This design comes from an exercise in tuning for small area on the open sky130 flow, not from production work.
In this exercise RTL edits were held to simulation tests only and were not proved equivalent to the original.
Power is estimated from default activity; no workload was simulated.

==> design.v <==
package abacus_pkg;
  localparam int NUM_EVENTS = 7;
  localparam logic [4:0] REG_CTRL      = 5'd0;
  localparam logic [4:0] REG_STATUS    = 5'd1;
  localparam logic [4:0] REG_ID        = 5'd2;
  localparam logic [4:0] REG_CNT_FIRST = 5'd4;    
  localparam logic [4:0] REG_CNT_LAST  = 5'd17;   
  localparam int CTRL_EN_BIT  = 0;
  localparam int CTRL_CLR_BIT = 1;
  localparam int CTRL_FRZ_BIT = 2;
  typedef enum logic [2:0] {
    EV_INSN_ISSUED = 3'd0,
    EV_IC_REQ      = 3'd1,
    EV_IC_MISS     = 3'd2,
    EV_IC_FILL     = 3'd3,
    EV_DC_REQ      = 3'd4,
    EV_DC_HIT      = 3'd5,
    EV_DC_FILL     = 3'd6
  } event_e;
endpackage
module abacus_cpair (
  input  logic c_i,
  input  logic q_e,      
  input  logic n_o,      
  input  logic we_i,
  input  logic nwe_i,    
  input  logic nw_e,     
  input  logic w_o,      
  output logic d_e,      
  output logic dn_o,     
  output logic c_o
);
  logic nc_o, xs_e, s_o;
  assign nc_o = ~(c_i & q_e);
  assign xs_e = ~((q_e | c_i) & nc_o);           
  assign d_e  = ~((nwe_i | nw_e) & (we_i | xs_e));
  assign c_o  = ~(nc_o | n_o);
  assign s_o  = ~((n_o & nc_o) | c_o);           
  assign dn_o = ~((nwe_i | w_o) & (we_i | s_o));
endmodule
module abacus_la (
  input  logic        bump_i,
  input  logic        nbump_i,   
  input  logic [27:0] q_e,
  input  logic [27:0] n_o,
  output logic [7:1]  c_o
);
  logic [6:0] ones;
  for (genvar j = 0; j < 7; j++) begin : g_o
    assign ones[j] = (&q_e[4*j +: 4]) & ~(|n_o[4*j +: 4]);
  end
  for (genvar j = 1; j < 8; j++) begin : g_c
    if (j == 1 || j == 4) begin : g_t
      assign c_o[j] = bump_i & (&ones[j-1:0]);
    end else begin : g_n
      assign c_o[j] = ~(nbump_i | ~(&ones[j-1:0]));
    end
  end
endmodule
module abacus_counter #(
  parameter int W = 64
) (
  input  logic         clk,
  input  logic         rst,
  input  logic         bump_i,      
  input  logic         nbump_i,     
  input  logic [7:0]   we_i,        
  input  logic [7:0]   nwe_i,       
  input  logic [31:0]  w_i,         
  input  logic [31:0]  nw_i,        
  output logic [W-1:0] raw_o,       
  output logic         wrap_o
);
  localparam int G  = 8;
  localparam int NG = W / G;
  logic [W-1:0]  st_q, st_d;      
  logic [W/2:0]  cp;             
  logic [27:0] la_e, la_o;
  for (genvar i = 0; i < 28; i++) begin : g_la
    assign la_e[i] = st_q[2*i];
    assign la_o[i] = st_q[2*i+1];
  end
  logic [7:1] gc;
  abacus_la u_la (
    .bump_i  (bump_i),
    .nbump_i (nbump_i),
    .q_e     (la_e),
    .n_o     (la_o),
    .c_o     (gc)
  );
  assign cp[0] = bump_i;
  for (genvar j = 1; j < NG; j++) begin : g_gc
    assign cp[G/2*j] = gc[j];
  end
  assign wrap_o = cp[W/2];
  for (genvar p = 0; p < W/2; p++) begin : g_p
    logic c_nxt;
    abacus_cpair u_p (
      .c_i   (cp[p]),
      .q_e   (st_q[2*p]),
      .n_o   (st_q[2*p+1]),
      .we_i  (we_i[p/4]),
      .nwe_i (nwe_i[p/4]),
      .nw_e  (nw_i[(2*p) % 32]),
      .w_o   (w_i[(2*p+1) % 32]),
      .d_e   (st_d[2*p]),
      .dn_o  (st_d[2*p+1]),
      .c_o   (c_nxt)
    );
    if (p % (G/2) != G/2-1 || p == W/2-1) begin : g_c
      assign cp[p+1] = c_nxt;
    end
  end
  for (genvar i = 0; i < W; i++) begin : g_ff
    if (i % 2 == 0) begin : g_t
      always_ff @(posedge clk or posedge rst)
        if (rst) st_q[i] <= 1'b0;
        else     st_q[i] <= st_d[i];
    end else begin : g_n
      always_ff @(posedge clk or posedge rst)
        if (rst) st_q[i] <= 1'b1;
        else     st_q[i] <= st_d[i];
    end
  end
  assign raw_o = st_q;
endmodule
module abacus_ctl (
  input  logic       en_i,       
  input  logic       ev_i,
  input  logic       rqw_i,      
  input  logic       clrsel_i,   
  input  logic       nclr_i,     
  input  logic       idx0_i,     
  input  logic       nidx0_i,    
  input  logic [3:0] lit_i,      
  input  logic [3:0] selc_i,     
  output logic       bump_o,
  output logic       nbump_o,
  output logic [7:0] we_o,       
  output logic [7:0] nwe_o
);
  logic ks, nwk, wl, wh, nwr;
  assign ks      = &lit_i;
  assign nwk     = ~(rqw_i & ks);
  assign wl      = ~((nwk | idx0_i) & nclr_i);
  assign wh      = ~((nwk | nidx0_i) & nclr_i);
  assign we_o    = {{4{wh}} & selc_i, {4{wl}} & selc_i};
  assign nwe_o   = ~we_o;
  assign nwr     = ~((ks | clrsel_i) & rqw_i);
  assign bump_o  = en_i & ev_i & nwr;
  assign nbump_o = ~bump_o;
endmodule
module abacus_nidx (
  input  logic [4:0] idx_i,
  output logic [4:0] nidx_o
);
  assign nidx_o = ~idx_i;
endmodule
module abacus_wd (
  input  logic [31:0] dw_i,     
  input  logic        nclr_i,   
  output logic [31:0] wd_o
);
  for (genvar i = 0; i < 32; i++) begin : g_w
    if (i % 2 == 0) begin : g_e
      assign wd_o[i] = ~(dw_i[i] & nclr_i);
    end else begin : g_o
      assign wd_o[i] = dw_i[i] & nclr_i;
    end
  end
endmodule
module abacus_rd_t (
  input  logic [6:0] lo_i,     
  input  logic [6:0] hi_i,     
  input  logic [6:0] ksl_i,    
  input  logic [6:0] ks_i,     
  input  logic       shi_i,    
  input  logic       ssh_i,    
  input  logic       hold_i,   
  input  logic       misc_i,
  input  logic       sh_i,
  input  logic       dat_i,
  output logic       dat_d,
  output logic       hi_o      
);
  assign hi_o   = |(ks_i & hi_i);
  assign dat_d  = (|(ksl_i & lo_i)) | (shi_i & hi_o) | (ssh_i & sh_i) | (hold_i & dat_i) | misc_i;
endmodule
module abacus_rd_n (
  input  logic [6:0] nlo_i,
  input  logic [6:0] nhi_i,
  input  logic [6:0] nksl_i,
  input  logic [6:0] nks_i,
  input  logic       shi_i,
  input  logic       ssh_i,
  input  logic       hold_i,
  input  logic       nmisc_i,
  input  logic       sh_i,
  input  logic       dat_i,
  output logic       dat_d,
  output logic       hi_o      
);
  assign hi_o   = |(~nks_i & ~nhi_i);
  assign dat_d  = (|(~nksl_i & ~nlo_i)) | (shi_i & hi_o) | (ssh_i & sh_i) | (hold_i & dat_i) | ~nmisc_i;
endmodule
module abacus_rd_t0 (
  input  logic [6:0] lo_i,
  input  logic [6:0] hi_i,
  input  logic [6:0] ksl_i,
  input  logic [6:0] ks_i,
  input  logic       shi_i,
  input  logic       ssh_i,
  input  logic       hold_i,
  input  logic       sh_i,
  input  logic       dat_i,
  output logic       dat_d,
  output logic       hi_o      
);
  assign hi_o   = |(ks_i & hi_i);
  assign dat_d  = (|(ksl_i & lo_i)) | (shi_i & hi_o) | (ssh_i & sh_i) | (hold_i & dat_i);
endmodule
module abacus_rd_n0 (
  input  logic [6:0] nlo_i,
  input  logic [6:0] nhi_i,
  input  logic [6:0] nksl_i,
  input  logic [6:0] nks_i,
  input  logic       shi_i,
  input  logic       ssh_i,
  input  logic       hold_i,
  input  logic       sh_i,
  input  logic       dat_i,
  output logic       dat_d,
  output logic       hi_o      
);
  assign hi_o   = |(~nks_i & ~nhi_i);
  assign dat_d  = (|(~nksl_i & ~nlo_i)) | (shi_i & hi_o) | (ssh_i & sh_i) | (hold_i & dat_i);
endmodule
module abacus_sel (
  input  logic [3:0] lit_i,    
  input  logic       rl_i,     
  input  logic       nrl_i,    
  output logic       ks_o,
  output logic       nks_o,
  output logic       ksl_o,
  output logic       nksl_o
);
  assign ks_o   = &lit_i;
  assign nks_o  = ~(&lit_i);
  assign ksl_o  = ~(~(&lit_i) | nrl_i);
  assign nksl_o = ~(&lit_i) | nrl_i;
endmodule
import abacus_pkg::*;
module abacus_wb_counters #(
  parameter int          COUNTER_W       = 64,
  parameter bit          ENABLE_AT_RESET = 1'b1,
  parameter logic [31:0] BLOCK_ID        = 32'hABAC0001
) (
  input  logic        clk,
  input  logic        rst,
  input  logic [29:0] wb_adr,
  input  logic [31:0] wb_dat_w,
  input  logic [3:0]  wb_sel,
  input  logic        wb_cyc,
  input  logic        wb_stb,
  input  logic        wb_we,
  output logic [31:0] wb_dat_r,
  output logic        wb_ack,
  output logic        wb_err,
  input  logic        abacus_instruction_issued,
  input  logic        abacus_icache_request,
  input  logic        abacus_icache_miss,
  input  logic        abacus_icache_line_fill_in_progress,
  input  logic        abacus_dcache_request,
  input  logic        abacus_dcache_hit,
  input  logic        abacus_dcache_line_fill_in_progress
);
  logic [NUM_EVENTS-1:0] ev;
  assign ev = {abacus_dcache_line_fill_in_progress, abacus_dcache_hit,
               abacus_dcache_request, abacus_icache_line_fill_in_progress,
               abacus_icache_miss, abacus_icache_request,
               abacus_instruction_issued};
  logic                  ack_q, err_q;
  logic [31:0]           dat_q;
  logic                  enable_q, freeze_q;
  logic [NUM_EVENTS-1:0] status_q;
  logic [2:0]            shadow_idx_q;    
  logic [31:0]           shadow_hi_q;
  logic [4:0] idx;
  logic       req, mapped, wr, rd, cnt_sel, cnt_hi;
  logic [6:0] ksel;             
  logic [6:0] nks, ksl, nksl;   
  logic       rl;               
  logic       ctrl_wr, status_wr, clr, cnt_en;
  assign idx     = wb_adr[4:0];
  assign req     = wb_cyc & wb_stb & ~(wb_ack | wb_err);
  assign cnt_sel = (idx >= REG_CNT_FIRST) & (idx <= REG_CNT_LAST);
  assign mapped  = (idx <= REG_ID) | cnt_sel;
  assign wr      = req & mapped & wb_we;
  assign rd      = req & mapped & ~wb_we;
  assign cnt_hi  = idx[0];
  assign rl      = req & ~cnt_hi;
  assign ctrl_wr   = wr & (idx == REG_CTRL) & wb_sel[0];
  assign status_wr = wr & (idx == REG_STATUS) & wb_sel[0];
  assign clr       = rqw & clrsel;
  assign cnt_en    = enable_q & ~freeze_q;
  logic rqw, clrsel;
  assign rqw    = req & wb_we;
  assign clrsel = (idx == REG_CTRL) & wb_sel[0] & wb_dat_w[CTRL_CLR_BIT];
  logic [4:0] nidx;
  logic       nclr;
  logic [3:0] selc;
  abacus_nidx u_nidx (.idx_i (idx), .nidx_o (nidx));
  assign nclr = ~clr;
  assign selc = wb_sel | {4{clr}};
  logic [31:0] wd;
  abacus_wd u_wd (
    .dw_i   (wb_dat_w),
    .nclr_i (nclr),
    .wd_o   (wd)
  );
  logic [COUNTER_W-1:0] cnt_raw [NUM_EVENTS];
  logic [NUM_EVENTS-1:0]                wrap;
  for (genvar k = 0; k < NUM_EVENTS; k++) begin : g_cnt
    logic [7:0] we_k, nwe_k;
    logic [3:0] lit_k;
    logic       bump_k, nbump_k;
    for (genvar b = 0; b < 4; b++) begin : g_lit
      assign lit_k[b] = ((k + 2) >> b) & 1 ? idx[b+1] : nidx[b+1];
    end
    abacus_sel u_sel (
      .lit_i  (lit_k),
      .rl_i   (rl),
      .nrl_i  (~rl),
      .ks_o   (ksel[k]),
      .nks_o  (nks[k]),
      .ksl_o  (ksl[k]),
      .nksl_o (nksl[k])
    );
    abacus_ctl u_ctl (
      .en_i     (cnt_en),
      .ev_i     (ev[k]),
      .rqw_i    (rqw),
      .clrsel_i (clrsel),
      .nclr_i   (nclr),
      .idx0_i   (idx[0]),
      .nidx0_i  (nidx[0]),
      .lit_i    (lit_k),
      .selc_i   (selc),
      .bump_o   (bump_k),
      .nbump_o  (nbump_k),
      .we_o     (we_k),
      .nwe_o    (nwe_k)
    );
    abacus_counter #(.W(COUNTER_W)) u_cnt (
      .clk     (clk),
      .rst     (rst),
      .bump_i  (bump_k),
      .nbump_i (nbump_k),
      .we_i    (we_k),
      .nwe_i   (nwe_k),
      .w_i     (wd),       
      .nw_i    (wd),       
      .raw_o   (cnt_raw[k]),
      .wrap_o  (wrap[k])
    );
  end
  logic        shadow_hit;
  assign shadow_hit = (shadow_idx_q == idx[3:1]);
  logic        shi, ssh, hold, shadow_ld, s_id, s_ctrl, s_stat;
  assign shi       = req & cnt_sel & cnt_hi & ~shadow_hit;
  assign ssh       = req & cnt_sel & cnt_hi & shadow_hit;
  assign hold      = ~req;
  assign shadow_ld = rd & cnt_sel & ~cnt_hi;
  assign s_id      = req & (idx == REG_ID);
  assign s_ctrl    = req & (idx == REG_CTRL);
  assign s_stat    = req & (idx == REG_STATUS);
  logic [31:0] misc;
  for (genvar i = 0; i < 32; i++) begin : g_misc
    if (i == CTRL_EN_BIT)
      assign misc[i] = (s_id & BLOCK_ID[i]) | (s_stat & status_q[i]) | (s_ctrl & enable_q);
    else if (i == CTRL_FRZ_BIT)
      assign misc[i] = (s_id & BLOCK_ID[i]) | (s_stat & status_q[i]) | (s_ctrl & freeze_q);
    else if (i < NUM_EVENTS)
      assign misc[i] = (s_id & BLOCK_ID[i]) | (s_stat & status_q[i]);
    else
      assign misc[i] = s_id & BLOCK_ID[i];
  end
  logic [31:0] dat_d, hi_sel;
  for (genvar i = 0; i < 32; i++) begin : g_rd
    logic [6:0] lo_b, hi_b;
    for (genvar k = 0; k < NUM_EVENTS; k++) begin : g_k
      assign lo_b[k] = cnt_raw[k][i];
      assign hi_b[k] = cnt_raw[k][i+32];
    end
    localparam bit HAS_MISC = (i < NUM_EVENTS) || BLOCK_ID[i];
    if (i % 2 == 0 && HAS_MISC) begin : g_tm
      abacus_rd_t u_rd (
        .lo_i (lo_b), .hi_i (hi_b), .ksl_i (ksl), .ks_i (ksel),
        .shi_i (shi), .ssh_i (ssh), .hold_i (hold),
        .misc_i (misc[i]), .sh_i (shadow_hi_q[i]), .dat_i (dat_q[i]),
        .dat_d (dat_d[i]), .hi_o (hi_sel[i])
      );
    end else if (i % 2 == 0) begin : g_t
      abacus_rd_t0 u_rd (
        .lo_i (lo_b), .hi_i (hi_b), .ksl_i (ksl), .ks_i (ksel),
        .shi_i (shi), .ssh_i (ssh), .hold_i (hold),
        .sh_i (shadow_hi_q[i]), .dat_i (dat_q[i]),
        .dat_d (dat_d[i]), .hi_o (hi_sel[i])
      );
    end else if (HAS_MISC) begin : g_nm
      abacus_rd_n u_rd (
        .nlo_i (lo_b), .nhi_i (hi_b), .nksl_i (nksl), .nks_i (nks),
        .shi_i (shi), .ssh_i (ssh), .hold_i (hold),
        .nmisc_i (~misc[i]), .sh_i (shadow_hi_q[i]), .dat_i (dat_q[i]),
        .dat_d (dat_d[i]), .hi_o (hi_sel[i])
      );
    end else begin : g_n
      abacus_rd_n0 u_rd (
        .nlo_i (lo_b), .nhi_i (hi_b), .nksl_i (nksl), .nks_i (nks),
        .shi_i (shi), .ssh_i (ssh), .hold_i (hold),
        .sh_i (shadow_hi_q[i]), .dat_i (dat_q[i]),
        .dat_d (dat_d[i]), .hi_o (hi_sel[i])
      );
    end
  end
  always_ff @(posedge clk or posedge rst) begin
    if (rst) begin
      ack_q        <= 1'b0;
      err_q        <= 1'b0;
      dat_q        <= '0;
      enable_q     <= ENABLE_AT_RESET;
      freeze_q     <= 1'b0;
      status_q     <= '0;
      shadow_idx_q <= 3'd1;
      shadow_hi_q  <= '0;
    end else begin
      ack_q <= req & mapped;
      err_q <= req & ~mapped;
      dat_q <= dat_d;
      if (ctrl_wr) begin
        enable_q <= wb_dat_w[CTRL_EN_BIT];
        freeze_q <= wb_dat_w[CTRL_FRZ_BIT];
      end
      status_q <= (status_q & ~({NUM_EVENTS{status_wr}} & wb_dat_w[NUM_EVENTS-1:0])) | wrap;
      if (clr)            shadow_idx_q <= 3'd1;
      else if (shadow_ld) shadow_idx_q <= idx[3:1];
      if (shadow_ld) shadow_hi_q <= hi_sel;
    end
  end
  assign wb_ack   = ack_q;
  assign wb_err   = err_q;
  assign wb_dat_r = dat_q;
  logic unused_bits;
  assign unused_bits = ^wb_adr[29:5];
endmodule
==> flow/run.sh <==
#!/bin/bash
# Own layout flow: the standard flow, with a synthesis script that maps
# the counter bit pairs by hand (cells.v) and the rest with an area-only abc
# script, smaller port buffers. Each tool's output goes to its own log here.
set -uo pipefail
F=$PWD/flow
export MY_ABC_SCRIPT=$F/abc.script
export MY_CELLS_V=$F/cells.v
bash standard.sh SYNTH_SCRIPT=$F/my_synth.tcl "SYNTH_BLACKBOXES=abacus_cpair abacus_la abacus_ctl abacus_nidx abacus_sel abacus_wd abacus_rd_t abacus_rd_t0 abacus_rd_n abacus_rd_n0" \
  "BUFFER_PORTS_ARGS=-buffer_cell sky130_fd_sc_hd__buf_1" \
  "CTS_ARGS=-sink_clustering_enable -repair_clock_nets -dont_use_dummy_load -buf_list sky130_fd_sc_hd__clkbuf_8 -sink_clustering_size 16 -sink_clustering_max_diameter 60" \
  finish > flow_make.log 2>&1
st=$?
exit $st
==> flow/abc.script <==
&get -n
&st
&dch
&nf -a -R 1000
&put
==> flow/cells.v <==
// Cell-level implementation of abacus_cpair (see rtl/abacus_counter.sv),
// swapped in by my_synth.tcl for the blackboxed RTL module.
module abacus_cpair (c_i, q_e, n_o, we_i, nwe_i, nw_e, w_o, d_e, dn_o, c_o);
  input c_i, q_e, n_o, we_i, nwe_i, nw_e, w_o;
  output d_e, dn_o, c_o;
  wire nc_o, xs_e, s_o;
  sky130_fd_sc_hd__nand2_1 u_nc (.A(c_i), .B(q_e), .Y(nc_o));
  sky130_fd_sc_hd__o21ai_1 u_xs (.A1(q_e), .A2(c_i), .B1(nc_o), .Y(xs_e));
  sky130_fd_sc_hd__o22ai_1 u_de (.A1(nwe_i), .A2(nw_e), .B1(we_i), .B2(xs_e), .Y(d_e));
  sky130_fd_sc_hd__nor2_1  u_co (.A(nc_o), .B(n_o), .Y(c_o));
  sky130_fd_sc_hd__a21oi_1 u_so (.A1(n_o), .A2(nc_o), .B1(c_o), .Y(s_o));
  sky130_fd_sc_hd__o22ai_1 u_do (.A1(nwe_i), .A2(w_o), .B1(we_i), .B2(s_o), .Y(dn_o));
endmodule

// Cell-level implementation of abacus_la.
module abacus_la (bump_i, nbump_i, q_e, n_o, c_o);
  input bump_i, nbump_i;
  input [27:0] q_e, n_o;
  output [7:1] c_o;
  wire [6:0] ne, ao, ones;
  wire np2, np3, p4, np5, np6, np7;
  genvar j;
  generate for (j = 0; j < 7; j = j + 1) begin : g_o
    sky130_fd_sc_hd__nand4_1 u_ne (.A(q_e[4*j]), .B(q_e[4*j+1]), .C(q_e[4*j+2]), .D(q_e[4*j+3]), .Y(ne[j]));
    sky130_fd_sc_hd__nor4_1  u_ao (.A(n_o[4*j]), .B(n_o[4*j+1]), .C(n_o[4*j+2]), .D(n_o[4*j+3]), .Y(ao[j]));
    sky130_fd_sc_hd__nor2b_1 u_on (.A(ne[j]), .B_N(ao[j]), .Y(ones[j]));
  end endgenerate
  sky130_fd_sc_hd__nand2_1 u_np2 (.A(ones[0]), .B(ones[1]), .Y(np2));
  sky130_fd_sc_hd__nand3_1 u_np3 (.A(ones[0]), .B(ones[1]), .C(ones[2]), .Y(np3));
  sky130_fd_sc_hd__and4_1  u_p4  (.A(ones[0]), .B(ones[1]), .C(ones[2]), .D(ones[3]), .X(p4));
  sky130_fd_sc_hd__nand2_1 u_np5 (.A(p4), .B(ones[4]), .Y(np5));
  sky130_fd_sc_hd__nand3_1 u_np6 (.A(p4), .B(ones[4]), .C(ones[5]), .Y(np6));
  sky130_fd_sc_hd__nand4_1 u_np7 (.A(p4), .B(ones[4]), .C(ones[5]), .D(ones[6]), .Y(np7));
  sky130_fd_sc_hd__and2_1  u_c1  (.A(bump_i), .B(ones[0]), .X(c_o[1]));
  sky130_fd_sc_hd__nor2_1  u_c2  (.A(nbump_i), .B(np2), .Y(c_o[2]));
  sky130_fd_sc_hd__nor2_1  u_c3  (.A(nbump_i), .B(np3), .Y(c_o[3]));
  sky130_fd_sc_hd__and2_1  u_c4  (.A(bump_i), .B(p4), .X(c_o[4]));
  sky130_fd_sc_hd__nor2_1  u_c5  (.A(nbump_i), .B(np5), .Y(c_o[5]));
  sky130_fd_sc_hd__nor2_1  u_c6  (.A(nbump_i), .B(np6), .Y(c_o[6]));
  sky130_fd_sc_hd__nor2_1  u_c7  (.A(nbump_i), .B(np7), .Y(c_o[7]));
endmodule

// Cell-level implementation of abacus_ctl.
module abacus_ctl (en_i, ev_i, rqw_i, clrsel_i, nclr_i, idx0_i, nidx0_i, lit_i, selc_i, bump_o, nbump_o, we_o, nwe_o);
  input en_i, ev_i, rqw_i, clrsel_i, nclr_i, idx0_i, nidx0_i;
  input [3:0] lit_i, selc_i;
  output bump_o, nbump_o;
  output [7:0] we_o, nwe_o;
  wire ks, nwk, wl, wh, nwr;
  sky130_fd_sc_hd__and4_1  u_ks  (.A(lit_i[0]), .B(lit_i[1]), .C(lit_i[2]), .D(lit_i[3]), .X(ks));
  sky130_fd_sc_hd__nand2_1 u_nwk (.A(rqw_i), .B(ks), .Y(nwk));
  sky130_fd_sc_hd__o21ai_1 u_wl  (.A1(nwk), .A2(idx0_i), .B1(nclr_i), .Y(wl));
  sky130_fd_sc_hd__o21ai_1 u_wh  (.A1(nwk), .A2(nidx0_i), .B1(nclr_i), .Y(wh));
  sky130_fd_sc_hd__and2_1  u_we0 (.A(wl), .B(selc_i[0]), .X(we_o[0]));
  sky130_fd_sc_hd__and2_1  u_we1 (.A(wl), .B(selc_i[1]), .X(we_o[1]));
  sky130_fd_sc_hd__and2_1  u_we2 (.A(wl), .B(selc_i[2]), .X(we_o[2]));
  sky130_fd_sc_hd__and2_1  u_we3 (.A(wl), .B(selc_i[3]), .X(we_o[3]));
  sky130_fd_sc_hd__and2_1  u_we4 (.A(wh), .B(selc_i[0]), .X(we_o[4]));
  sky130_fd_sc_hd__and2_1  u_we5 (.A(wh), .B(selc_i[1]), .X(we_o[5]));
  sky130_fd_sc_hd__and2_1  u_we6 (.A(wh), .B(selc_i[2]), .X(we_o[6]));
  sky130_fd_sc_hd__and2_1  u_we7 (.A(wh), .B(selc_i[3]), .X(we_o[7]));
  sky130_fd_sc_hd__nand2_1 u_nw0 (.A(wl), .B(selc_i[0]), .Y(nwe_o[0]));
  sky130_fd_sc_hd__nand2_1 u_nw1 (.A(wl), .B(selc_i[1]), .Y(nwe_o[1]));
  sky130_fd_sc_hd__nand2_1 u_nw2 (.A(wl), .B(selc_i[2]), .Y(nwe_o[2]));
  sky130_fd_sc_hd__nand2_1 u_nw3 (.A(wl), .B(selc_i[3]), .Y(nwe_o[3]));
  sky130_fd_sc_hd__nand2_1 u_nw4 (.A(wh), .B(selc_i[0]), .Y(nwe_o[4]));
  sky130_fd_sc_hd__nand2_1 u_nw5 (.A(wh), .B(selc_i[1]), .Y(nwe_o[5]));
  sky130_fd_sc_hd__nand2_1 u_nw6 (.A(wh), .B(selc_i[2]), .Y(nwe_o[6]));
  sky130_fd_sc_hd__nand2_1 u_nw7 (.A(wh), .B(selc_i[3]), .Y(nwe_o[7]));
  sky130_fd_sc_hd__o21ai_1 u_nwr (.A1(ks), .A2(clrsel_i), .B1(rqw_i), .Y(nwr));
  sky130_fd_sc_hd__and3_1  u_bp  (.A(en_i), .B(ev_i), .C(nwr), .X(bump_o));
  sky130_fd_sc_hd__inv_2   u_nbp (.A(bump_o), .Y(nbump_o));
endmodule

// Cell-level implementation of abacus_nidx.
module abacus_nidx (idx_i, nidx_o);
  input [4:0] idx_i;
  output [4:0] nidx_o;
  sky130_fd_sc_hd__inv_2 u_n0 (.A(idx_i[0]), .Y(nidx_o[0]));
  sky130_fd_sc_hd__inv_2 u_n1 (.A(idx_i[1]), .Y(nidx_o[1]));
  sky130_fd_sc_hd__inv_2 u_n2 (.A(idx_i[2]), .Y(nidx_o[2]));
  sky130_fd_sc_hd__inv_2 u_n3 (.A(idx_i[3]), .Y(nidx_o[3]));
  sky130_fd_sc_hd__inv_2 u_n4 (.A(idx_i[4]), .Y(nidx_o[4]));
endmodule

// Cell-level implementations of the read-path slices (rtl/abacus_wb_counters.sv).
module abacus_rd_t (lo_i, hi_i, ksl_i, ks_i, shi_i, ssh_i, hold_i, misc_i, sh_i, dat_i, dat_d, hi_o);
  input [6:0] lo_i, hi_i, ksl_i, ks_i;
  input shi_i, ssh_i, hold_i, misc_i, sh_i, dat_i;
  output dat_d, hi_o;
  wire na, nb, nc, nd, ha, hb, hc;
  sky130_fd_sc_hd__a222oi_1 u_ha (.A1(ks_i[0]), .A2(hi_i[0]), .B1(ks_i[1]), .B2(hi_i[1]), .C1(ks_i[2]), .C2(hi_i[2]), .Y(ha));
  sky130_fd_sc_hd__a222oi_1 u_hb (.A1(ks_i[3]), .A2(hi_i[3]), .B1(ks_i[4]), .B2(hi_i[4]), .C1(ks_i[5]), .C2(hi_i[5]), .Y(hb));
  sky130_fd_sc_hd__nand2_1  u_hc (.A(ks_i[6]), .B(hi_i[6]), .Y(hc));
  sky130_fd_sc_hd__nand3_1  u_hs (.A(ha), .B(hb), .C(hc), .Y(hi_o));
  sky130_fd_sc_hd__a222oi_1 u_na (.A1(ksl_i[0]), .A2(lo_i[0]), .B1(ksl_i[1]), .B2(lo_i[1]), .C1(ksl_i[2]), .C2(lo_i[2]), .Y(na));
  sky130_fd_sc_hd__a222oi_1 u_nb (.A1(ksl_i[3]), .A2(lo_i[3]), .B1(ksl_i[4]), .B2(lo_i[4]), .C1(ksl_i[5]), .C2(lo_i[5]), .Y(nb));
  sky130_fd_sc_hd__a222oi_1 u_nc (.A1(ksl_i[6]), .A2(lo_i[6]), .B1(shi_i), .B2(hi_o), .C1(ssh_i), .C2(sh_i), .Y(nc));
  sky130_fd_sc_hd__a21oi_1  u_nd (.A1(hold_i), .A2(dat_i), .B1(misc_i), .Y(nd));
  sky130_fd_sc_hd__nand4_1  u_dd (.A(na), .B(nb), .C(nc), .D(nd), .Y(dat_d));
endmodule

module abacus_rd_t0 (lo_i, hi_i, ksl_i, ks_i, shi_i, ssh_i, hold_i, sh_i, dat_i, dat_d, hi_o);
  input [6:0] lo_i, hi_i, ksl_i, ks_i;
  input shi_i, ssh_i, hold_i, sh_i, dat_i;
  output dat_d, hi_o;
  wire na, nb, nc, nd, ha, hb, hc;
  sky130_fd_sc_hd__a222oi_1 u_ha (.A1(ks_i[0]), .A2(hi_i[0]), .B1(ks_i[1]), .B2(hi_i[1]), .C1(ks_i[2]), .C2(hi_i[2]), .Y(ha));
  sky130_fd_sc_hd__a222oi_1 u_hb (.A1(ks_i[3]), .A2(hi_i[3]), .B1(ks_i[4]), .B2(hi_i[4]), .C1(ks_i[5]), .C2(hi_i[5]), .Y(hb));
  sky130_fd_sc_hd__nand2_1  u_hc (.A(ks_i[6]), .B(hi_i[6]), .Y(hc));
  sky130_fd_sc_hd__nand3_1  u_hs (.A(ha), .B(hb), .C(hc), .Y(hi_o));
  sky130_fd_sc_hd__a222oi_1 u_na (.A1(ksl_i[0]), .A2(lo_i[0]), .B1(ksl_i[1]), .B2(lo_i[1]), .C1(ksl_i[2]), .C2(lo_i[2]), .Y(na));
  sky130_fd_sc_hd__a222oi_1 u_nb (.A1(ksl_i[3]), .A2(lo_i[3]), .B1(ksl_i[4]), .B2(lo_i[4]), .C1(ksl_i[5]), .C2(lo_i[5]), .Y(nb));
  sky130_fd_sc_hd__a222oi_1 u_nc (.A1(ksl_i[6]), .A2(lo_i[6]), .B1(shi_i), .B2(hi_o), .C1(ssh_i), .C2(sh_i), .Y(nc));
  sky130_fd_sc_hd__nand2_1  u_nd (.A(hold_i), .B(dat_i), .Y(nd));
  sky130_fd_sc_hd__nand4_1  u_dd (.A(na), .B(nb), .C(nc), .D(nd), .Y(dat_d));
endmodule

module abacus_rd_n (nlo_i, nhi_i, nksl_i, nks_i, shi_i, ssh_i, hold_i, nmisc_i, sh_i, dat_i, dat_d, hi_o);
  input [6:0] nlo_i, nhi_i, nksl_i, nks_i;
  input shi_i, ssh_i, hold_i, nmisc_i, sh_i, dat_i;
  output dat_d, hi_o;
  wire p01, p23, p45, p6, h01, h23, h45, h6, r, q;
  sky130_fd_sc_hd__o22ai_1 u_h01 (.A1(nks_i[0]), .A2(nhi_i[0]), .B1(nks_i[1]), .B2(nhi_i[1]), .Y(h01));
  sky130_fd_sc_hd__o22ai_1 u_h23 (.A1(nks_i[2]), .A2(nhi_i[2]), .B1(nks_i[3]), .B2(nhi_i[3]), .Y(h23));
  sky130_fd_sc_hd__o22ai_1 u_h45 (.A1(nks_i[4]), .A2(nhi_i[4]), .B1(nks_i[5]), .B2(nhi_i[5]), .Y(h45));
  sky130_fd_sc_hd__nor2_1  u_h6  (.A(nks_i[6]), .B(nhi_i[6]), .Y(h6));
  sky130_fd_sc_hd__or4_1   u_hs  (.A(h01), .B(h23), .C(h45), .D(h6), .X(hi_o));
  sky130_fd_sc_hd__o22ai_1 u_p01 (.A1(nksl_i[0]), .A2(nlo_i[0]), .B1(nksl_i[1]), .B2(nlo_i[1]), .Y(p01));
  sky130_fd_sc_hd__o22ai_1 u_p23 (.A1(nksl_i[2]), .A2(nlo_i[2]), .B1(nksl_i[3]), .B2(nlo_i[3]), .Y(p23));
  sky130_fd_sc_hd__o22ai_1 u_p45 (.A1(nksl_i[4]), .A2(nlo_i[4]), .B1(nksl_i[5]), .B2(nlo_i[5]), .Y(p45));
  sky130_fd_sc_hd__nor2_1  u_p6  (.A(nksl_i[6]), .B(nlo_i[6]), .Y(p6));
  sky130_fd_sc_hd__nor4_1  u_r   (.A(p01), .B(p23), .C(p45), .D(p6), .Y(r));
  sky130_fd_sc_hd__a222oi_1 u_q  (.A1(shi_i), .A2(hi_o), .B1(ssh_i), .B2(sh_i), .C1(hold_i), .C2(dat_i), .Y(q));
  sky130_fd_sc_hd__nand3_1 u_dd  (.A(r), .B(q), .C(nmisc_i), .Y(dat_d));
endmodule

module abacus_rd_n0 (nlo_i, nhi_i, nksl_i, nks_i, shi_i, ssh_i, hold_i, sh_i, dat_i, dat_d, hi_o);
  input [6:0] nlo_i, nhi_i, nksl_i, nks_i;
  input shi_i, ssh_i, hold_i, sh_i, dat_i;
  output dat_d, hi_o;
  wire p01, p23, p45, p6, h01, h23, h45, h6, r, q;
  sky130_fd_sc_hd__o22ai_1 u_h01 (.A1(nks_i[0]), .A2(nhi_i[0]), .B1(nks_i[1]), .B2(nhi_i[1]), .Y(h01));
  sky130_fd_sc_hd__o22ai_1 u_h23 (.A1(nks_i[2]), .A2(nhi_i[2]), .B1(nks_i[3]), .B2(nhi_i[3]), .Y(h23));
  sky130_fd_sc_hd__o22ai_1 u_h45 (.A1(nks_i[4]), .A2(nhi_i[4]), .B1(nks_i[5]), .B2(nhi_i[5]), .Y(h45));
  sky130_fd_sc_hd__nor2_1  u_h6  (.A(nks_i[6]), .B(nhi_i[6]), .Y(h6));
  sky130_fd_sc_hd__or4_1   u_hs  (.A(h01), .B(h23), .C(h45), .D(h6), .X(hi_o));
  sky130_fd_sc_hd__o22ai_1 u_p01 (.A1(nksl_i[0]), .A2(nlo_i[0]), .B1(nksl_i[1]), .B2(nlo_i[1]), .Y(p01));
  sky130_fd_sc_hd__o22ai_1 u_p23 (.A1(nksl_i[2]), .A2(nlo_i[2]), .B1(nksl_i[3]), .B2(nlo_i[3]), .Y(p23));
  sky130_fd_sc_hd__o22ai_1 u_p45 (.A1(nksl_i[4]), .A2(nlo_i[4]), .B1(nksl_i[5]), .B2(nlo_i[5]), .Y(p45));
  sky130_fd_sc_hd__nor2_1  u_p6  (.A(nksl_i[6]), .B(nlo_i[6]), .Y(p6));
  sky130_fd_sc_hd__nor4_1  u_r   (.A(p01), .B(p23), .C(p45), .D(p6), .Y(r));
  sky130_fd_sc_hd__a222oi_1 u_q  (.A1(shi_i), .A2(hi_o), .B1(ssh_i), .B2(sh_i), .C1(hold_i), .C2(dat_i), .Y(q));
  sky130_fd_sc_hd__nand2_1 u_dd  (.A(r), .B(q), .Y(dat_d));
endmodule

// Cell-level implementation of abacus_sel (outputs drive 16 slices each).
module abacus_sel (lit_i, rl_i, nrl_i, ks_o, nks_o, ksl_o, nksl_o);
  input [3:0] lit_i;
  input rl_i, nrl_i;
  output ks_o, nks_o, ksl_o, nksl_o;
  wire n1;
  sky130_fd_sc_hd__and4_4  u_ks  (.A(lit_i[0]), .B(lit_i[1]), .C(lit_i[2]), .D(lit_i[3]), .X(ks_o));
  sky130_fd_sc_hd__inv_2   u_nks (.A(ks_o), .Y(nks_o));
  sky130_fd_sc_hd__nand4_1 u_n1  (.A(lit_i[0]), .B(lit_i[1]), .C(lit_i[2]), .D(lit_i[3]), .Y(n1));
  sky130_fd_sc_hd__nor2_1  u_ksl (.A(n1), .B(nrl_i), .Y(ksl_o));
  sky130_fd_sc_hd__or2_1   u_nksl (.A(n1), .B(nrl_i), .X(nksl_o));
endmodule

// Cell-level implementation of abacus_wd (each output feeds 14 counter bits).
module abacus_wd (dw_i, nclr_i, wd_o);
  input [31:0] dw_i;
  input nclr_i;
  output [31:0] wd_o;
  genvar i;
  generate for (i = 0; i < 32; i = i + 2) begin : g_w
    sky130_fd_sc_hd__nand2_2 u_e (.A(dw_i[i]), .B(nclr_i), .Y(wd_o[i]));
    sky130_fd_sc_hd__and2_4  u_o (.A(dw_i[i+1]), .B(nclr_i), .X(wd_o[i+1]));
  end endgenerate
endmodule
==> flow/my_synth.tcl <==
# The standard flow's synthesis (synth_recipe.tcl), with two changes: abc runs an
# area-only mapping script, and the modules named in SYNTH_BLACKBOXES are
# replaced by the cell-level versions in cells.v before flattening.
proc synth {args} { yosys synth -nofsm -noshare {*}$args }
proc abc {args} {
  set i [lsearch -exact $args -script]
  if { $i >= 0 } { lset args [expr { $i + 1 }] $::env(MY_ABC_SCRIPT) }
  yosys abc {*}$args
}
source $::env(SCRIPTS_DIR)/synth.tcl
foreach m $::env(SYNTH_BLACKBOXES) { delete $m }
read_verilog $::env(MY_CELLS_V)
hierarchy -check -top $::env(DESIGN_NAME)
tee -o $::env(REPORTS_DIR)/synth_stat_cells.txt stat {*}$lib_args
# left out here: clear keep_hierarchy, flatten, clean up, hide names made inside functions
tee -o $::env(REPORTS_DIR)/synth_stat_flat.txt stat {*}$lib_args
# left out here: write 1_2_yosys.v
==> standard.sh <==
#!/bin/bash
# synth_recipe.tcl (not shown) runs the flow's synth.tcl, then flattens the netlist and writes it again
# the make line also repeats each setting of config.mk as NAME=value (left out here)
make -C /OpenROAD-flow-scripts/flow DESIGN_CONFIG=/design/flow/config.mk WORK_HOME=/design/flow/orfs CLKGATE_MAP_FILE= SYNTH_SCRIPT=/design/flow/synth_recipe.tcl "${@:-finish}"
==> config.mk <==
export PLATFORM = sky130hd
export DESIGN_NAME = abacus_wb_counters
export DESIGN_NICKNAME = abacus_wb_counters
export VERILOG_FILES = /design/flow/design.v
export SDC_FILE = /design/flow/constraint.sdc
export NUM_CORES = 4
export LEC_CHECK = 0
export ABC_AREA = 1
export CAP_MARGIN = 20
export CORE_MARGIN = 2
export CORE_UTILIZATION = 70
export GPL_TIMING_DRIVEN = 0
export PLACE_DENSITY = 0.85
export SETUP_SLACK_MARGIN = 0.1
export SLEW_MARGIN = 20
==> constraint.sdc <==
create_clock -name core_clock -period 4.5 [get_ports {clk}]
set_input_delay 0.9000 -clock core_clock [delete_from_list [all_inputs] [get_ports {clk}]]
set_output_delay 0.9000 -clock core_clock [all_outputs]
set_load 0.01 [all_outputs]
==> reports/metrics.cfg, run 1 <==
[status]
status = finished clean

[finish]
nets = 2999
areaGrowthSynthToFinish_pct = 7.25
drive_above_1_share = 0.127
diodes = 0
final_area_sq_um = 27700
utilization = 0.760

[place]
gp_congestion = 1.04
dp_hpwl_mm = 64.0
port_buffers = 86
dp_slack_ns = -0.471
dpl_cell_area_sq_um = 27100

[timing]
fin_crit_sh = 0.938
clock.fmax_ghz = 0.237
tightest_slew_ns = 1.31
finalClockSkew_ns = 0.0638
rsz0062_at_grt = false
max_slew_margin = 0.119
period_needed_ns = 4.22
drv_slew = 0
finalWorstSetupSlack_ns = 0.279
holdWs_ns = 0.489
setup_viol = 0
finalHoldViolations = 0

[drt]
vias = 26026
drc = 0
top_layer_used = met5
wl_met3_mm = 16.2
vias_per_cell = 7.68
wl_met2_mm = 38.0
dr.pass1.iters = 10
wirelength_mm = 93.7
drtIter0Drc = 4468
wl_per_cell_um = 27.7
m1WireLength_mm = 32.0
drtAntennaViolNets = 0

[yosys]
yosysWarnings = 13
avgSynthCellArea_sq_um = 9.32
synth_area_sq_um = 25900
synthCells = 2775
synth_fp_nets = 2853

[worst_setup_path]
start_kind = flop
ff2ff_setup_slack_ns = 0.28
critPathSlowestCell = nor2b_1
cpMostUsedCell = nor2_1
crit_required_ns = 5.05
reg2reg_depth = 15
end_kind = flop
path_class = reg -> reg
worstPathArrival_ns = 4.77
cpPeakStageDelay_ns = 0.73
r2r_start = g_cnt[2].u_cnt.st_q[1]$_DFF_PP1_
path_cells = nor4_1, nor2b_1, and4_1, nand4_1, nor2_1, nand2_1, nor2_1, nand2_1, nor2_1, nand2_1, nor2_1, nand2_1, nor2_1, a21oi_1, o22ai_1
crit_path_max_fanout = 4
r2r_end = g_cnt[2].u_cnt.st_q[63]$_DFF_PP1_

[power]
ir_drop_mv = 0.272
finalPower_uw = 8820
power_density_nw_per_um2 = 318
p_leak_uw = 0.0108

[cts]
cts_hold_buf = 0
cts_max_path_buffers = 3
root_buffer = clkbuf_8
cts.sinks = 526
clk_latency_ns = 0.67
clkTransAtPathRegs_ns = 0.10
cts_tree = yes
post-cts-setup-buffers = 0
post_cts_resize_count = 0
cts_buffers = 41
cts_max_level = 2

[floorplan]
start_util = 0.708
die_area_sq_um = 38500
die_height_um = 196
die_x_um = 196
fp.coreArea_sq_um = 36500
placementRows = 70
ios = 112

[global_routing]
grt_pass1_wl_mm = 139
grt_max_degree = 216
antenna_found_initial = 2
grt_usage = 0.484
grt_overflow = 0
grt_pass1_vias = 23949

[hold_path]
min_path_type = in -> async

[job]
max-cap-violations = 0

[how the worst max path moves through the flow]
stage,start,to,slack (ns),cells past startpoint
global route,wb_adr[2],g_cnt[1].u_cnt.st_q[23]$_DFF_PP1_,0.17,18
global placement,wb_adr[2],g_cnt[5].u_cnt.st_q[10]$_DFF_PP0_,-1.48,8
CTS,wb_adr[2],g_cnt[1].u_cnt.st_q[63]$_DFF_PP1_,0.14,18
floorplan,wb_adr[2],g_cnt[0].u_cnt.st_q[10]$_DFF_PP0_,0.46,7
detailed placement,wb_adr[2],g_cnt[1].u_cnt.st_q[63]$_DFF_PP1_,-0.47,18
finish,g_cnt[2].u_cnt.st_q[1]$_DFF_PP1_,g_cnt[2].u_cnt.st_q[63]$_DFF_PP1_,0.28,15
[flip-flops by register name, summed over array words and instances, names as in the netlist]
name and count:
g_cnt.u_cnt.st_q 448, dat_q 32, shadow_hi_q 32, status_q 7, shadow_idx_q 3, ack_q 1
enable_q 1, err_q 1, freeze_q 1
[worst max-delay path: cells and delay by family (launching register included)]
kind | cells | cell delay [ns]
compound gates | 2 | 0.19
flops | 1 | 0.40
simple gates | 13 | 3.52
[cell type report]
type	instances	area (sq um)
plain buffers	1	5.00
clock buffers	41	564
fillers	2551	8770
inverters	23	114
multi-input cells	2225	12400
flip-flops and latches	526	13400
well taps	468	586
repair buffers	103	613
[layer usage]
layer  vias to the layer above  global-route usage
met5                         -              0.0140
li1                      11246                   -
met2                      2144               0.668
met1                     12171               0.639
met3                       459               0.175
met4                         6               0.328
[report_power, final]
part           leakage [uW]  switching, uW  internal, uW
sequential          0.00644            353          5160
clock              0.000295           1500           819
combinational       0.00408            610           371
[through the flow]
step                cells  setup TNS (ns)
floorplan            2775               0
global placement     3329         -883.13
detailed placement   3344         -125.03
CTS                  3385               0
global route         3387               0
finish               3387               0
[cell usage in the layout (no fill, tap or decap), types with 10 or more instances in the layout]
cell	count
a21oi_1	231
dfrtp_1	300
a222oi_1	96
buf_6	10
dfstp_2	226
or4_1	16
clkbuf_8	41
o21ai_1	236
nand2_2	16
nand3_1	45
buf_1	82
nor2_1	294
nor2b_1	50
and2_1	70
nand2_1	346
o22ai_1	544
nor4_1	65
inv_2	19
mux2_1	36
and2_4	16
and3_1	10
nand4_1	80
and4_1	15
==> inputs of run 2 (changes only) <==
--- a/flow/run.sh
+++ b/flow/run.sh
@@ -9,5 +9,5 @@
 bash standard.sh SYNTH_SCRIPT=$F/my_synth.tcl "SYNTH_BLACKBOXES=abacus_cpair abacus_la abacus_ctl abacus_nidx abacus_sel abacus_wd abacus_rd_t abacus_rd_t0 abacus_rd_n abacus_rd_n0" \
   "BUFFER_PORTS_ARGS=-buffer_cell sky130_fd_sc_hd__buf_1" \
-  "CTS_ARGS=-sink_clustering_enable -repair_clock_nets -dont_use_dummy_load -buf_list sky130_fd_sc_hd__clkbuf_8 -sink_clustering_size 16 -sink_clustering_max_diameter 60" \
+  "CTS_ARGS=-sink_clustering_enable -repair_clock_nets -dont_use_dummy_load -buf_list sky130_fd_sc_hd__clkbuf_4 -sink_clustering_size 10 -sink_clustering_max_diameter 45" \
   finish > flow_make.log 2>&1
 st=$?
==> run 2 against run 1 <==
Net effect:
- clock skew rose by 0.011 ns
- synthesized cell count unchanged
- maximum frequency is 0.24% higher
- cell area is 0.33% lower
- critical path type unchanged
==> reports/metrics.cfg, run 2 <==
[finish]
drive_above_1_share = 0.132  ; +0.00487
utilization = 0.757  ; -0.00254
nets = 3020  ; +0.70%
top_register = g_cnt.u_cnt.st_q
layout_common_cells = o22ai_1, nand2_1, dfrtp_1
n_fill_cell = 2588  ; +1.5%
areaGrowthSynthToFinish_pct = 6.89
largest_register_ffs = 448  ; unchanged
top_regs = g_cnt.u_cnt.st_q (448), dat_q (32), shadow_hi_q (32)
layout_commonest_cell = o22ai_1

[cts]
cts_max_path_buffers = 3  ; unchanged
post-cts-setup-buffers = 0  ; unchanged
cts.sinks = 526  ; unchanged
cts_max_level = 2  ; unchanged
clk_latency_ns = 0.92  ; +0.25 ns
clkTransAtPathRegs_ns = 0.11  ; about the same
cts_buffers = 61  ; +49%
root_buffer = clkbuf_4
cts_tree = yes

[power]
p_leak_uw = 0.0108  ; -0.15%
finalPower_uw = 8650  ; -2.0%
power_density_nw_per_um2 = 313  ; -1.6%
ir_drop_mv = 0.277  ; +1.9%

[place]
gp_congestion = 1.04  ; unchanged
dp_hpwl_mm = 64.0  ; unchanged
port_buffers = 86  ; unchanged

[timing]
max_slew_margin = 0.102  ; -0.0170
fin_crit_sh = 0.936  ; -0.00225
period_needed_ns = 4.21  ; -0.0101 ns
tightest_slew_ns = 1.34  ; +0.0254 ns
finalHoldViolations = 0  ; unchanged
drv_slew = 0  ; unchanged
clock.fmax_ghz = 0.238  ; +0.24%
finalClockSkew_ns = 0.0749  ; +0.0110 ns
rsz0062_at_grt = false
setup_viol = 0  ; unchanged

[floorplan]
placementRows = 70  ; unchanged
die_area_sq_um = 38500  ; unchanged
start_util = 0.708  ; unchanged
ios = 112  ; unchanged
fp.coreArea_sq_um = 36500  ; unchanged
die_x_um = 196  ; unchanged
die_height_um = 196  ; unchanged

[yosys]
avgSynthCellArea_sq_um = 9.32  ; unchanged
yosysWarnings = 13  ; unchanged
synth_area_sq_um = 25900  ; unchanged
synth_fp_nets = 2853  ; unchanged
synthCells = 2775  ; unchanged

[global_routing]
grt_overflow = 0  ; unchanged
grt_pass1_vias = 24075  ; +0.53%
grt_pass1_wl_mm = 139  ; +0.23%
antenna_found_initial = 6  ; +4
grt_max_degree = 216  ; unchanged
grt_usage = 0.485  ; +0.00148

[worst_setup_path]
crit_required_ns = 5.32  ; +0.27 ns
start_kind = flop
crit_path_max_fanout = 4  ; unchanged
worstPathArrival_ns = 5.03  ; +0.26 ns
path_class = reg -> reg
end_kind = flop
reg2reg_depth = 15  ; unchanged

[drt]
wl_per_cell_um = 27.5  ; -0.38%
drtIter0Drc = 4373  ; -2.1%
vias_per_cell = 7.63  ; -0.71%
drc = 0  ; unchanged
wirelength_mm = 94.0  ; +0.41%
vias = 26047  ; +0.081%
dr.pass1.iters = 10  ; unchanged
drtAntennaViolNets = 0  ; unchanged

[hold_path]
min_path_type = in -> async

[job]
max-cap-violations = 0  ; unchanged

[status]
status = finished clean

run 2: cell type report:
| class | instances | area, sq um | area share |
|---|---|---|---|
| tap | 468 | 586 | 0.0212 |
| multi-input combinational | 2225 | 12400 | 0.449 |
| timing repair buffer | 104 | 618 | 0.0223 |
| clock buffer | 61 | 458 | 0.0166 |
| buffer | 1 | 5.00 | 0.000181 |
| inverter | 23 | 114 | 0.00412 |
| sequential | 526 | 13400 | 0.486 |
| antenna | 6 | 15.0 | 0.000543 |
run 2: power breakdown:
part / switching [uW] / leakage [uW] / internal (uW)
Clock: 1530 / 0.000281 / 616
Combinational: 609 / 0.00408 / 370
Sequential: 355 / 0.00644 / 5160
run 2: what timing repair did:
action,in CTS,in global routing
resized for setup,0,4
hold endpoints to repair,0,0
endpoints found under the setup margin,0,2
hold buffers,0,0
run 2: final timing paths:
kind	end	from	slack, ns
max in group asynchronous	dat_q[28]$_DFF_PP0_	rst	2.06
hold / removal	g_cnt[1].u_cnt.st_q[44]$_DFF_PP0_	rst	0.23
setup reg to reg	g_cnt[2].u_cnt.st_q[63]$_DFF_PP1_	g_cnt[2].u_cnt.st_q[1]$_DFF_PP1_	0.29
setup / recovery	g_cnt[2].u_cnt.st_q[63]$_DFF_PP1_	g_cnt[2].u_cnt.st_q[1]$_DFF_PP1_	0.29
min in group core_clock	status_q[5]$_DFF_PP0_	wb_dat_w[5]	0.24
hold reg to reg	status_q[6]$_DFF_PP0_	status_q[6]$_DFF_PP0_	0.50
run 2: critical path, stage by stage, from the launching register on:
cell,delay [ns]
dfstp_2,0.40
nor4_1,0.28
nor2b_1,0.68
and4_1,0.57
nand4_1,0.15
nor2_1,0.42
nand2_1,0.16
nor2_1,0.22
nand2_1,0.11
nor2_1,0.20
nand2_1,0.13
nor2_1,0.23
nand2_1,0.15
nor2_1,0.21
a21oi_1,0.07
o22ai_1,0.12
run 2: layer usage:
| metal | up-vias | GRT usage | part of all wire |
|---|---|---|---|
| li1 | 11288 | - | - |
| met1 | 12236 | 0.628 | 0.35 |
| met2 | 2046 | 0.666 | 0.40 |
| met3 | 471 | 0.200 | 0.17 |
| met4 | 6 | 0.330 | 0.081 |
| met5 | - | 0.0140 | 0.0011 |
run 2: metrics by stage:
| stage | setup slack, ns | TNS, ns | hold slack (ns) | cells | area, sq um |
|---|---|---|---|---|---|
| finish | 0.290 | 0 | 0.227 | 3414 | 27700 |
| global route | 0.102 | 0 | 0.215 | 3412 | 27700 |
| CTS | 0.420 | 0 | 0.226 | 3405 | 27600 |
| detailed placement | -0.471 | -125.03 | 0.467 | 3344 | 27100 |
| global placement | -1.48 | -883.13 | 0.457 | 3329 | 26800 |
| floorplan | 0.463 | 0 | 0.442 | 2775 | 25900 |

==> static timing again, ports no longer ideal <==
The flow's constraints put no driver on any port. The routed layouts listed below were extracted and timed again, unchanged, in two steps. Step 1 (the two cells are an assumption about what drives the block):
set clk [get_ports {clk}]
set_driving_cell -lib_cell sky130_fd_sc_hd__clkbuf_16 $clk
set_driving_cell -lib_cell sky130_fd_sc_hd__buf_2 [delete_from_list [all_inputs] $clk]
Step 2, shift: input delay + t, output delay - t, t = (earliest + latest rising clock arrival at the registers) / 2. This alone moves slack from input paths to output paths. Three values: ideal, step 1, step 2; two values: the first two.
run	t (ns)	slack for setup (ns)	hold slack, ns	worst setup path after step 2	pins driven straight from the clock port
run 1	0.694	0.279 / 0.279 / -0.372	0.489 / 0.469 / 0.493	input to register	1
run 2	0.937	0.290 / 0.290 / -0.580	0.227 / 0.201 / 0.496	input to register	1
With both steps, setup timing fails in run 1 and run 2, where it was met with ideal ports. The setup slack of run 2, which loses most, moves by 0.000 ns with the drivers and by -0.870 ns with both steps.
